Background: an optimization exercise with open tools, aiming at small area. Do not read the settings as production practice. No activity file was given, so power comes from the tool's default toggle rates.

== alpha ==
==> flow/design.v <==
`default_nettype none
package game_pkg;
    localparam logic [11:0] FLOOR_COLOR  = 12'h642;
    localparam logic [11:0] OBJECT_COLOR = 12'h81d;
endpackage
`default_nettype wire
`default_nettype none
module floors_fall (
    input  logic        pclk,
    input  logic        rst,
    input  logic        space_button,
    input  logic [37:0] video_in,
    input  logic [11:0] x_obj,
    input  logic [11:0] y_obj,
    input  logic [11:0] y_pos,
    output logic [37:0] video_out,
    output logic        floor_hit,
    output logic        start,
    output logic        ending,
    output logic [11:0] y_obj_out
);
    function automatic logic ge_c(input logic [12:0] x, input logic [12:0] c);
        logic r;
        r = 1'b1;
        for (int i = 0; i < 13; i++) r = c[i] ? (x[i] & r) : (x[i] | r);
        ge_c = r;
    endfunction
    function automatic logic le_c(input logic [12:0] x, input logic [12:0] c);
        logic r;
        r = 1'b1;
        for (int i = 0; i < 13; i++) r = c[i] ? (!x[i] | r) : (!x[i] & r);
        le_c = r;
    endfunction
    function automatic logic in_win(input logic [12:0] x, input logic [12:0] c,
                                    input logic [12:0] w);
        in_win = ge_c(x, c) && le_c(x, 13'(c + w));
    endfunction
    function automatic logic ge(input logic [12:0] a, input logic [12:0] b);
        logic c;
        c = 1'b1;
        for (int i = 0; i < 13; i++) c = (a[i] & !b[i]) | (c & (a[i] | !b[i]));
        ge = c;
    endfunction
    function automatic logic [12:0] sub_rip(input logic [12:0] a, input logic [12:0] b);
        logic c;
        c = 1'b1;
        for (int i = 0; i < 13; i++) begin
            sub_rip[i] = a[i] ^ !b[i] ^ c;
            c = (a[i] & !b[i]) | (c & (a[i] | !b[i]));
        end
    endfunction
    function automatic logic [12:0] sub11(input logic [10:0] a, input logic [10:0] b);
        logic c;
        c = 1'b1;
        for (int i = 0; i < 11; i++) begin
            sub11[i] = a[i] ^ !b[i] ^ c;
            c = (a[i] & !b[i]) | (c & (a[i] | !b[i]));
        end
        sub11[12:11] = {2{sub11[10]}};
    endfunction
    function automatic logic [11:0] add_rip(input logic [11:0] a, input logic [11:0] b);
        logic c;
        c = 1'b0;
        for (int i = 0; i < 12; i++) begin
            add_rip[i] = a[i] ^ b[i] ^ c;
            c = (a[i] & b[i]) | (c & (a[i] | b[i]));
        end
    endfunction
    function automatic logic [12:0] add_c(input logic [12:0] x, input logic [12:0] c);
        logic r;
        r = 1'b0;
        for (int i = 0; i < 13; i++) begin
            add_c[i] = x[i] ^ c[i] ^ r;
            r = c[i] ? (x[i] | r) : (x[i] & r);
        end
    endfunction
    function automatic logic ge_c9(input logic [8:0] x, input logic [8:0] c);
        ge_c9 = ge_c({4'b0, x}, {4'b0, c});
    endfunction
    function automatic logic [8:0] add9(input logic [8:0] x, input logic [8:0] c);
        logic r;
        r = 1'b0;
        for (int i = 0; i < 9; i++) begin
            add9[i] = x[i] ^ c[i] ^ r;
            r = (x[i] & c[i]) | (r & (x[i] | c[i]));
        end
    endfunction
    function automatic logic [8:0] step(input logic [8:0] x, input logic [8:0] s,
                                        input logic [8:0] m);
        logic       wr;
        logic [8:0] k;
        wr = ge_c9(x, 9'(m - s));
        for (int i = 0; i < 9; i++) k[i] = wr ? 9'(s - m) >> i & 1'b1 : s[i];
        step = add9(x, k);
    endfunction
    logic [10:0] h, v;
    assign h = video_in[37:27];
    assign v = video_in[26:16];
    logic [8:0] q0, q1;
    logic [7:0] q2, q3;
    logic       g_q, w_q;
    always_ff @(posedge pclk) begin
        g_q <= !rst && (y_pos[11:1] != 11'd0);
        w_q <= !rst && (y_pos[11:1] == 11'd0) && g_q;
        if (rst) begin
            q0 <= 9'd285; q1 <= 9'd150; q2 <= 8'd125; q3 <= 8'd57;
        end else if (w_q) begin
            q0 <= step(q0, 9'd25, 9'd370);
            q1 <= step(q1, 9'd125, 9'd370);
            q2 <= 8'(step({1'b0, q2}, 9'd160, 9'd185));
            q3 <= 8'(step({1'b0, q3}, 9'd165, 9'd185));
        end
    end
    logic a4, a5, a6;
    assign a4 = ge_c9(q0, 9'd60);             
    assign a5 = ge_c9(q1, 9'd88);             
    assign a6 = ge_c9({1'b0, q2}, 9'd160);    
    function automatic logic [8:0] base_of(input logic [2:0] cls);
        case (cls)
            3'd0, 3'd4: base_of = q0;
            3'd1, 3'd5: base_of = q1;
            3'd2, 3'd6: base_of = {q2, 1'b0};
            3'd3:       base_of = {q3, 1'b1};
            default:    base_of = 'x;
        endcase
    endfunction
    function automatic logic off_win(input logic [12:0] d, input logic [2:0] cls,
                                     input logic fl, input logic [12:0] w);
        case (cls)
            3'd0, 3'd1, 3'd2, 3'd3: off_win = in_win(d, 13'd0, w);
            3'd4:    off_win = fl ? in_win(d, 13'(-120), w) : in_win(d, 13'd620, w);
            3'd5:    off_win = fl ? in_win(d, 13'(-175), w) : in_win(d, 13'd565, w);
            3'd6:    off_win = fl ? in_win(d, 13'(-640), w) : in_win(d, 13'd100, w);
            default: off_win = 1'b0;
        endcase
    endfunction
    function automatic logic [2:0] enc(input logic [6:0] sel);
        enc = {sel[4] | sel[5] | sel[6], sel[2] | sel[3] | sel[6], sel[1] | sel[3] | sel[5]} |
              {3{~|sel}};
    endfunction
    localparam logic [83:0] C = {12'd450, 12'd300, 12'd150, 12'd0,
                                 12'd3946, 12'd3796, 12'd3646};
    logic [11:0] dv, dy;
    logic [12:0] foot;
    logic [6:0]  hi, pk, lk;
    assign dv   = {1'b0, v} - y_pos;
    assign dy   = y_obj - y_pos;
    assign foot = add_c({1'b0, y_obj}, 13'd48);
    logic hi_any, pk_ok, lk_ok;
    always_comb begin
        for (int k = 0; k < 7; k++)
            hi[k] = in_win({1'b0, y_pos}, {1'b0, 12'(12'd4076 - C[12*k +: 12])}, 13'd19);
    end
    assign hi_any = |hi;
    assign pk_ok  = !(hi_any && v < 11'd20);
    assign lk_ok  = !foot[12] || hi_any;
    always_comb begin
        for (int k = 0; k < 7; k++) begin
            pk[k] = in_win({1'b0, dv}, {1'b0, C[12*k +: 12]}, 13'd20) && pk_ok;
            lk[k] = in_win({1'b0, dy}, {1'b0, 12'(C[12*k +: 12] - 12'd48)}, 13'd20) && lk_ok;
        end
    end
    logic       sprite, f552;
    logic [2:0] cp, cl;
    assign cp  = enc(pk);
    assign cl  = enc(lk);
    assign sprite = ge({2'b00, h}, {1'b0, x_obj}) &&
                    !ge({2'b00, h}, add_c({1'b0, x_obj}, 13'd36)) &&
                    !ge({1'b0, y_obj}, {2'b00, v}) && ge(foot, {2'b00, v});
    assign f552 = (y_obj == 12'd552);
    logic pl, go, space_q, y1_q, play_now, go_now;
    assign play_now = !rst && (space_q || (pl && !y1_q));
    assign go_now   = !rst && !space_q && (y1_q || go);
    always_ff @(posedge pclk) begin
        pl      <= play_now;
        go      <= go_now;
        space_q <= !rst && space_button;
        y1_q    <= (y_obj == 12'd1);
        start   <= rst || (!pl && !go);
        ending  <= !rst && go;
    end
    logic [37:0] vid1;
    logic [2:0]  cp1, cl1;
    logic        sprite1, f552_1;
    logic [11:0] yp1;
    logic [9:0]  x1;
    logic        xbig1;
    always_ff @(posedge pclk) begin
        vid1    <= video_in;
        cp1     <= cp;
        sprite1 <= sprite;
        x1      <= x_obj[9:0];
        xbig1   <= |x_obj[11:10];
        cl1     <= cl;
        f552_1  <= f552;
        yp1     <= y_pos;
    end
    logic [10:0] h1;
    logic [12:0] eh;
    logic        on_floor, hit_now, land1;
    logic [12:0] ex;
    logic [11:0] rgb, yoff, y_now;
    localparam logic [83:0] YOFF = {12'd401, 12'd251, 12'd101, 12'd4047,
                                    12'd3897, 12'd3747, 12'd3597};
    assign h1 = vid1[37:27];
    assign eh = sub11({1'b0, h1[9:0]}, {base_of(cp1), 1'b0});
    assign on_floor = (cp1 != 3'd7) && (h1 != 11'd0) && !ge_c({2'b00, h1}, 13'd799) &&
                      !off_win(eh, cp1, cp1[0] ? a5 : cp1[1] ? a6 : a4, 13'd60);
    always_comb begin
        rgb = vid1[11:0];
        if (pl) begin
            if (sprite1)       rgb = game_pkg::OBJECT_COLOR;
            else if (on_floor) rgb = game_pkg::FLOOR_COLOR;
        end
    end
    assign ex    = 13'($signed({2'b00, x1}) - $signed({2'b00, base_of(cl1), 1'b0}));
    assign land1 = (xbig1 || !off_win(ex, cl1, cl1[0] ? a5 : cl1[1] ? a6 : a4, 13'd23)) &&
                   (cl1 != 3'd7);
    always_comb begin
        yoff  = YOFF[12*cl1 +: 12];
        y_now = add_rip(yp1, yoff);
    end
    assign hit_now = land1 || f552_1;
    always_ff @(posedge pclk) begin
        if (rst) begin
            video_out <= '0;
            floor_hit <= 1'b0;
            y_obj_out <= '0;
        end else begin
            video_out <= {vid1[37:12], rgb};
            floor_hit <= hit_now;
            if (land1)       y_obj_out <= y_now;
            else if (f552_1) y_obj_out <= 12'd552;
        end
    end
endmodule
`default_nettype wire
==> flow/config.mk <==
export PLATFORM = sky130hd
export DESIGN_NAME = floors_fall
export DESIGN_NICKNAME = floors_fall
export VERILOG_FILES = /design/flow/design.v
export SDC_FILE = /design/flow/constraint.sdc
export NUM_CORES = 4
export LEC_CHECK = 0
export CAP_MARGIN = 20
export CORE_MARGIN = 2
export CORE_UTILIZATION = 70
export SLEW_MARGIN = 20
==> flow/constraint.sdc <==
create_clock -name core_clock -period 6.0 [get_ports {pclk}]
set_input_delay 1.2000 -clock core_clock [delete_from_list [all_inputs] [get_ports {pclk}]]
set_output_delay 1.2000 -clock core_clock [all_outputs]
set_load 0.01 [all_outputs]
standard.sh (not shown) runs the stock make flow with config.mk's settings and CLKGATE_MAP_FILE= SYNTH_SCRIPT=/design/flow/synth_recipe.tcl, a recipe that flattens the netlist after the stock synthesis.
==> flow/flow/run.sh <==
#!/bin/bash
# Standard layout with three changes: the smallest buffer on the ports, a
# clock tree without dummy loads, and OpenROAD's restructure (area target)
# on the combinational logic between floorplan and placement.
set -euo pipefail
export BUFFER_PORTS_ARGS="-buffer_cell sky130_fd_sc_hd__buf_1"
export CTS_ARGS="-sink_clustering_enable -repair_clock_nets -buf_list sky130_fd_sc_hd__clkbuf_16 -dont_use_dummy_load -sink_clustering_size 40 -sink_clustering_max_diameter 150"

bash standard.sh floorplan > standard_floorplan.log 2>&1

# restructure ignores set_dont_use, so hand it a library without those cells
export LIB_FULL=$FLOW_HOME/platforms/sky130hd/lib/sky130_fd_sc_hd__tt_025C_1v80.lib
export LIB_RESTRUCT=$PWD/restructure.lib
export RES_DIR=$PWD/orfs/results/sky130hd/floors_fall/base
export RS_WORK=$PWD/restructure_work
mkdir -p $RS_WORK
python3 flow/libfilter.py $LIB_FULL $LIB_RESTRUCT 'sky130_fd_sc_hd__lpflow_*' 'sky130_fd_sc_hd__probe*' > libfilter.log 2>&1
openroad -no_init -exit flow/restructure.tcl > restructure.log 2>&1

bash standard.sh > standard.log 2>&1
==> flow/flow/restructure.tcl <==
# Area recovery on the synthesized logic after the standard floorplan:
# OpenROAD's restructure (ABC, area target) on the combinational logic.
# Registers, ports and the power grid are left as they are.
set res $::env(RES_DIR)
read_db $res/2_floorplan.odb
read_liberty $::env(LIB_FULL)
read_sdc $res/2_floorplan.sdc
source $::env(FLOW_HOME)/platforms/sky130hd/setRC.tcl
report_design_area
restructure -liberty_file $::env(LIB_RESTRUCT) -target area \
    -tielo_port sky130_fd_sc_hd__conb_1/LO -tiehi_port sky130_fd_sc_hd__conb_1/HI \
    -work_dir $::env(RS_WORK)
report_design_area
write_db $res/2_floorplan.odb
Other scripts of this flow, unchanged in this note and not shown: flow/flow/libfilter.py
Edits applied to the flow inputs when going from alpha to beta:
diff --git a/flow/flow/run.sh b/flow/flow/run.sh
--- a/flow/flow/run.sh
+++ b/flow/flow/run.sh
@@ -5,5 +5,5 @@
 set -euo pipefail
 export BUFFER_PORTS_ARGS="-buffer_cell sky130_fd_sc_hd__buf_1"
-export CTS_ARGS="-sink_clustering_enable -repair_clock_nets -buf_list sky130_fd_sc_hd__clkbuf_16 -dont_use_dummy_load -sink_clustering_size 40 -sink_clustering_max_diameter 150"
+export CTS_ARGS="-sink_clustering_enable -repair_clock_nets -buf_list sky130_fd_sc_hd__clkbuf_8 -dont_use_dummy_load"
 
 bash standard.sh floorplan > standard_floorplan.log 2>&1
### Flow results
- Diff alpha -> beta | delay of the slowest critical-path stage | increase of 0.02 ns
- Of alpha and beta, the run reporting the higher total buffers and inverters traversed by the critical path was alpha.
- Clock network power share (lower): beta
- Of alpha and beta, alpha shows the higher global-route usage, with beta below it.
- Going from alpha to beta, hold slack shrinks by 0.0099 ns.
- As of beta, sum of met2 wire segment lengths after detailed routing had fallen slightly compared to alpha.
- beta vs alpha: combinational share of power up in beta
- Going from alpha to beta, post-detailed-routing wire length shrank slightly.
- The signed area change from the synthesized netlist to the final layout number comes out higher for alpha vs beta.
- Between alpha and beta, maximum frequency is lower for alpha, beta comes in above that.
Modified inputs, gamma compared to beta
- an added GPL_TIMING_DRIVEN of 0
- an added ABC_AREA of 1
diff --git a/flow/flow/restructure.tcl b/flow/flow/restructure.tcl
--- a/flow/flow/restructure.tcl
+++ b/flow/flow/restructure.tcl
@@ -8,7 +8,10 @@
 source $::env(FLOW_HOME)/platforms/sky130hd/setRC.tcl
 report_design_area
-restructure -liberty_file $::env(LIB_RESTRUCT) -target area \
-    -tielo_port sky130_fd_sc_hd__conb_1/LO -tiehi_port sky130_fd_sc_hd__conb_1/HI \
-    -work_dir $::env(RS_WORK)
+# two passes: the second still finds a little
+foreach pass {1 2} {
+    restructure -liberty_file $::env(LIB_RESTRUCT) -target area \
+        -tielo_port sky130_fd_sc_hd__conb_1/LO -tiehi_port sky130_fd_sc_hd__conb_1/HI \
+        -work_dir $::env(RS_WORK)
+}
 report_design_area
 write_db $res/2_floorplan.odb
--- outcome ---
- Taking beta as the reference, in gamma post-detailed-route wirelength per cell went down by 1.9%, cell count along the critical path fell 7, number of fill cells in the layout lower, share of synthesized area spent on multiplexers decreased 1.6 points.
- Going from beta to gamma, via count shrank by a few percent.
- gamma ended with more total power density per cell area than beta.
- The worst hold slack of gamma was superior to that of beta.
- | total power | gamma vs beta | worse |
- Cmp gamma vs beta: worst-case register-to-register setup slack lower in gamma
- Cmp gamma and beta / final cell count / higher: beta
- video_out[2]$_SDFF_PP0_ as the capture point of the critical path was reported by beta, and y_obj_out[3]$_SDFFE_PP0P_ by gamma.
What delta does differently from gamma at the input level:
- GPL_TIMING_DRIVEN removed (was 0)
## What came out
- On amount of wire on met2 after detailed routing: delta sits below gamma.
- Diff gamma -> delta: detailed-route via count shrank by about 0.32%, worst vdd rail ir drop grew by 8.3%, cell depth of the worst setup path grew by about 4%, combinational cell fraction of total power shrank by 0.2 points.
No functional check of the RTL was part of any run of this note.

what the ideal ports hide:
The results above use ideal ports. As a check the final layouts listed here were re-extracted and re-timed, cells and wires unchanged.
Step 1 (the two cells are an assumption about what drives the block):
set clk [get_ports {pclk}]
set_driving_cell -lib_cell sky130_fd_sc_hd__clkbuf_16 $clk
set_driving_cell -lib_cell sky130_fd_sc_hd__buf_2 [delete_from_list [all_inputs] $clk]
Step 2 adds t to the input delays and takes it off the output delays; t is the mean of the earliest and latest rising clock arrival at the registers after step 1. Input paths then give back, and output paths get back, about the clock's delay inside the block.
Slacks: ideal / step 1 / step 2; pairs: ideal / step 1.
run	t, ns	setup slack, ns	worst setup path at the end
alpha	0.463	0.672 / 0.672 / 0.603	input to register
beta	0.486	0.694 / 0.694 / 0.618	input to register
gamma	0.489	0.519 / 0.519 / 0.138	input to register
delta	0.490	0.595 / 0.595 / 0.323	input to register
After both steps setup and hold are still met in every run listed. The setup slack of gamma, which loses most, moves by 0.000 ns with the drivers and by -0.381 ns with both steps.
